Context: an optimization exercise on an open-source flow, tuned for small area and a short achievable clock period. The choices shown serve that exercise and are no tape-out recipe. Only simulation tests tie the RTL to the original design; equivalence was not proved. No activity file was given, so power comes from the tool's default toggle rates.

==> 10-26: inputs <==
==> flow/design.v (excerpt) <==
module sdfm_regmap
(
  input  logic                    SYSCLK,
  input  logic                    SYSRSTn,
  input  logic [16-1:0] addr,
  input  logic                    wr,
  input  logic                    rd,
  input  logic [32-1:0]  wdata,
  output logic [32-1:0]  rdata,    
  input  logic [63:0]             filt_data_out,
  input  logic [1:0]              filt_data_update,
  input  logic [63:0]             comp_data_out,
  input  logic [1:0]              comp_data_update,
  input  logic [1:0]              comp_data_low,
  input  logic [1:0]              comp_data_high,
  output logic                    reg_rsten,
  output logic                    reg_clken,
  output logic [15:0]             reg_filtdec,
  output logic [3:0]              reg_filtmode,
  output logic [7:0]              reg_filtdiv,
  output logic [1:0]              reg_filten,
  output logic [1:0]              reg_filtask,
  output logic [3:0]              reg_filtst,
  output logic [9:0]              reg_filtsh,
  output logic [15:0]             reg_compdec,
  output logic [3:0]              reg_compmode,
  output logic [7:0]              reg_compdiv,
  output logic [1:0]              reg_compen,
  output logic [1:0]              reg_compsen,
  output logic [3:0]              reg_compst,
  ...
Settings: LEC_CHECK=0, CAP_MARGIN=30, CORE_MARGIN=2, CORE_UTILIZATION=40, SETUP_SLACK_MARGIN=3.0, SLEW_MARGIN=40, SYNTH_HIERARCHICAL=1; clock period 8.0 ns.
standard.sh (not shown) runs the stock make flow with config.mk's settings and CLKGATE_MAP_FILE= SYNTH_SCRIPT=/design/flow/synth_recipe.tcl, a recipe that flattens the netlist after the stock synthesis.
==> flow/flow/run.sh <==
#!/bin/bash
# standard layout with plain buf_1 port buffers and a lighter clock tree
set -euo pipefail
export BUFFER_PORTS_ARGS="-buffer_cell sky130_fd_sc_hd__buf_1"
export CTS_ARGS="-sink_clustering_enable -repair_clock_nets -dont_use_dummy_load -buf_list sky130_fd_sc_hd__clkbuf_8 -sink_clustering_size 16 -sink_clustering_max_diameter 50"
bash standard.sh > standard.log 2>&1
==> inputs of 01-16, as changes to 10-26 <==
--- a/flow/config.mk
+++ b/flow/config.mk
@@ -6,8 +6,9 @@
 export NUM_CORES = 4
 export LEC_CHECK = 0
-export CAP_MARGIN = 30
+export CAP_MARGIN = 20
 export CORE_MARGIN = 2
-export CORE_UTILIZATION = 40
-export SETUP_SLACK_MARGIN = 3.0
-export SLEW_MARGIN = 40
+export CORE_UTILIZATION = 65
+export PLACE_DENSITY = 0.75
+export SETUP_SLACK_MARGIN = 3.3
+export SLEW_MARGIN = 20
 export SYNTH_HIERARCHICAL = 1
==> comparison table <==
Initial core utilization: 10-26 40.9%; 01-16 66.5%
Maximum clock rate: 10-26 201 MHz; 01-16 210 MHz
Smallest setup slack after layout: 10-26 3030 ps; 01-16 3240 ps
Worst EP arrival: 10-26 3370 ps; 01-16 3160 ps
Combinational group share of total power: 10-26 7.0%; 01-16 7.1%
Number of CTS-inserted buffers: 10-26 38; 01-16 31
Area added between synthesis and finish: 10-26 26.0%; 01-16 24.2%
Met1 WL: 10-26 23.1 mm; 01-16 17.3 mm
Number of placed instances, taps included: 10-26 2186; 01-16 2044
Met3 capacity usage during global routing: 10-26 9.17%; 01-16 10.4%
Worst-skew pair later-pin latency: 10-26 570 ps; 01-16 620 ps
Number of tap cells added at floorplan: 10-26 402; 01-16 265
Initial antenna violation count: 10-26 6; 01-16 3
DP Worst Slack: 10-26 2490 ps; 01-16 2330 ps
Final Cycle Share: 10-26 62.1%; 01-16 59.5%
Number of global-route vias before repair: 10-26 12900; 01-16 13500
Routed vias: 10-26 13500; 01-16 14200
Worst hold endpoint: 10-26 g_ch[0].u_cdata.q[24]; 01-16 g_ch[0].u_fdata.q[9]
Drt via density: 10-26 6.04; 01-16 6.78
Final std cells w/o fill: 10-26 2235; 01-16 2089
Area occupied by multi-input gates: 10-26 0.00608 sq mm; 01-16 0.00610 sq mm
Die Ht: 10-26 184 microns; 01-16 145 microns
Sequential share of power: 10-26 59.4%; 01-16 62.1%
Result of the run: 10-26 no timing/DRC/antenna violations; 01-16 no timing/DRC/antenna violations
Number of DRC markers after the initial detailed-route iteration: 10-26 1056; 01-16 1778
Endpoint of the worst setup timing path: 10-26 rdata[13]; 01-16 rdata[8]

## port drivers added, routing unchanged
How much do the figures lean on ideal ports? The routed layouts below were timed once more, with nothing changed but the port constraints.
Step 1 (the two cells are an assumption about what drives the block):
set clk [get_ports {SYSCLK}]
set_driving_cell -lib_cell sky130_fd_sc_hd__clkbuf_16 $clk
set_driving_cell -lib_cell sky130_fd_sc_hd__buf_2 [delete_from_list [all_inputs] $clk]
Step 2 moves the port delays by t, midway between the first and last clock arrival at a register: inputs arrive t later, outputs are due t later. That takes back most of the time a late clock gives input paths.
a / b / c = ideal / step 1 / step 2; a / b = the first two.
run | shift t [ns] | setup WS [ns] | latest minus earliest clock arrival (ns) | worst register clock-pin slew, ns | worst slew at a driven data input, ns
10-26 | 0.590 | 3.028 / 2.939 / 2.930 | 0.062 / 0.062 | 0.10 / 0.10 | 0.11
01-16 | 0.645 | 3.239 / 3.149 / 3.149 | 0.039 / 0.039 | 0.10 / 0.10 | 0.09
After both steps every run listed still meets setup and hold. For 10-26, which loses most, drivers alone change the setup slack by -0.089 ns; drivers and shift together by -0.098 ns.
